From an optimization exercise on the open Yosys and OpenROAD flow, aimed at small area; shortcuts taken in it are not production practice. In this exercise RTL edits were held to simulation tests only and were not proved equivalent to the original.

== v58 ==
Design arithmetic_unit, start of the top module:
module arithmetic_unit
(
  input  logic        clk,
  input  logic        rst,
  input  logic [31:0] a,
  input  logic [31:0] b,
  input  logic [2:0]  op,
  output logic [63:0] out
);
For scale: about 64 flip-flops, about 130 I/O pins, roughly 32000 sq um of cells after synthesis.
Settings: LEC_CHECK=0, ABC_AREA=1, CAP_MARGIN=20, CORE_MARGIN=2, CORE_UTILIZATION=50, CTS_BUF_LIST=sky130_fd_sc_hd__clkbuf_8, SETUP_SLACK_MARGIN=0.1, SLEW_MARGIN=20; clock period 18.0 ns.
standard.sh (not shown) runs the stock make flow with config.mk's settings and CLKGATE_MAP_FILE= SYNTH_SCRIPT=/design/flow/synth_recipe.tcl, a recipe that flattens the netlist after the stock synthesis.
==> flow/flow/run.sh <==
#!/bin/bash
# Own flow: the standard layout, except that Yosys's generic synthesis skips its
# early "abc -fast" pass (synth -noabc). That pass rewrites the full-adder logic in
# inverted forms, so extract_fa then leaves inverters between the adder cells; the final
# technology-mapping abc pass still runs. The flip-flops get back the names the standard
# synthesis gives them (flow/fixregs.py), so they pair with the reference by name.
# The final technology mapping uses flow/abc_area_map.script, an area-oriented ABC
# mapping (dch -f; amap) in place of ORFS's abc_area.script (dch; map -B 0.9).
# Every input and output port still gets its buffer, a plain buf_1 instead of the delay
# cell that buffer_ports picks by default.
set -euo pipefail
W=$(pwd)
sed -e 's#^  log_cmd abc {\*}$abc_args#  log_cmd abc {*}[lreplace $abc_args 1 1 '"$W"'/flow/abc_area_map.script]#' \
  "$FLOW_HOME/scripts/synth.tcl" > flow_synth_main.tcl
grep -q abc_area_map.script flow_synth_main.tcl
sed -e 's/yosys synth -nofsm -noshare /yosys synth -nofsm -noshare -noabc /' \
  -e "s#source \$::env(SCRIPTS_DIR)/synth.tcl#source $W/flow_synth_main.tcl#" synth_recipe.tcl > flow_synth.tcl
grep -q flow_synth_main.tcl flow_synth.tcl
grep -q -- '-noabc' flow_synth.tcl
echo "exec python3 $W/flow/fixregs.py \$::env(RESULTS_DIR)/1_2_yosys.v" >> flow_synth.tcl
sed -e "s#$W/synth_recipe.tcl#$W/flow_synth.tcl#" standard.sh > flow_standard.sh
grep -q flow_synth.tcl flow_standard.sh
bash flow_standard.sh "BUFFER_PORTS_ARGS=-buffer_cell sky130_fd_sc_hd__buf_1" finish > flow_make.log 2>&1
==> flow/flow/abc_area_map.script <==
strash
dch -f
amap
topo
stime -c
buffer -c
upsize -c
dnsize -c
==> flow/flow/fixregs.py <==
#!/usr/bin/env python3
"""Give each output flip-flop the name the standard synthesis gives it:
the flip-flop whose Q drives out[k] becomes \\out_q[k]$_SDFF_PP0_ ."""
import re
import sys

path = sys.argv[1]
text = open(path).read()
pat = re.compile(r'(sky130_fd_sc_hd__dfxtp_\d+\s+)(\\\S+\s|\S+)(\s*\((?:[^;]*?)\.Q\(out\[(\d+)\]\)\s*\);)', re.S)
names = set()
count = 0


def sub(m):
    global count
    k = int(m.group(4))
    new = "\\out_q[%d]$_SDFF_PP0_ " % k
    assert new not in names
    names.add(new)
    count += 1
    return m.group(1) + new + m.group(3)


text = pat.sub(sub, text)
open(path, "w").write(text)
print("fixregs: named %d flip-flops" % count)
v58 reached the end of the flow, and the finished layout is clean on the timing, design-rule and antenna checks.
## Diff of input files: v34 against v58
- CTS_BUF_LIST: sky130_fd_sc_hd__clkbuf_8 -> unset
- SETUP_SLACK_MARGIN: 0.1 -> 0.3
- SLEW_MARGIN: 20 -> 5
- CAP_MARGIN: 20 -> 5
Status | v58 and v34 | clean. The number of diodes added for antenna fixing of v34 exceeds that of v58 by 1. Looking at setup slack across v58 and v34, the one that comes out lower is v58. Fmax improves in v34 relative to v58.
#### Input delta (v19 over v34)
- SLEW_MARGIN changed from 5 to 20
- CTS_BUF_LIST newly set to sky130_fd_sc_hd__clkbuf_8
- CAP_MARGIN changed from 5 to 20
[summary]
v19 completed; timing, DRC and antenna clean. v19 vs v34: final area down slightly. Of the two candidates, v34 has the better worst setup slack and v19 the worse one. v19 vs. v34: via count now sits lower; area occupied by multi-input gates now sits at about the same level.
The inputs of v56 differ from those of v19 as listed below.
- CTS_BUF_LIST: sky130_fd_sc_hd__clkbuf_8 -> unset
- SETUP_SLACK_MARGIN: 0.3 -> 0.5
--- outcome ---
- Final area on v56 is behind v19.
- Between v56 and v19, the difference in total routing usage reported by global routing is negligible.
- v56 falls short of v19 in final hold slack.
- As far as routed wire length is concerned, v19 and v56 perform about the same.
- Final cell count delta (v56 -> v19): insignificant
- Changes observed in v56 relative to v19: met2 track demand over resource in global routing fell 0.38 points; share of cell area taken by flip-flops and latches has remained practically unchanged; post-CTS clock slew at the launch and capture registers of the worst setup and hold paths did not really move.
- Changes observed in v56 relative to v19: number of buffer and inverter instances along the worst setup path dropped 6; first-pass detailed-route iteration total climbed 2.
Here is what was changed in the inputs of v36 compared with v56.
- CTS_BUF_LIST newly set to sky130_fd_sc_hd__clkbuf_8
- SETUP_SLACK_MARGIN removed (was 0.5)
==> run notes <==
- The lower wire length of v36 and v56 is in v36.
- Of v36 and v56, it is v36 that has the lower met1 track demand over resource.
- [compare] base=v56 new=v36: share of the final layout cell area in sequential cells was more or less identical.
- Summary: with v56 as the reference, design area in v36 moved down slightly.
- For clock-pin slew reported for the worst setup and hold paths after clock tree synthesis, v56 and v36 come out practically identical.

port drivers added, routing unchanged:
The results above use ideal ports. As a check the final layouts listed here were re-extracted and re-timed, cells and wires unchanged. Step 1 sets driving cells, clkbuf_16 on the clock port and buf_2 on the other inputs (assumed; they add their load-dependent delay and slew). Step 2 times the ports against the registers' clock, not the clock port: input delays grow and output delays shrink by t, the midpoint of the rising clock arrivals with the driver on. Three values: no drivers, after step 1, after step 2; two values: the first two.
| run | shift t [ns] | setup WS [ns] | worst register clock-pin slew, ns |
|---|---|---|---|
| v58 | 0.391 | 0.941 / 0.918 / 0.527 | 0.08 / 0.08 |
| v34 | 0.376 | 1.078 / 1.036 / 0.660 | 0.06 / 0.06 |
| v19 | 0.386 | 1.054 / 1.056 / 0.670 | 0.08 / 0.08 |
| v56 | 0.376 | 1.243 / 1.257 / 0.882 | 0.06 / 0.06 |
| v36 | 0.392 | 0.759 / 0.736 / 0.344 | 0.08 / 0.08 |
After both steps every run listed still meets setup and hold. For v34, which loses most, drivers alone change the setup slack by -0.042 ns; drivers and shift together by -0.418 ns.
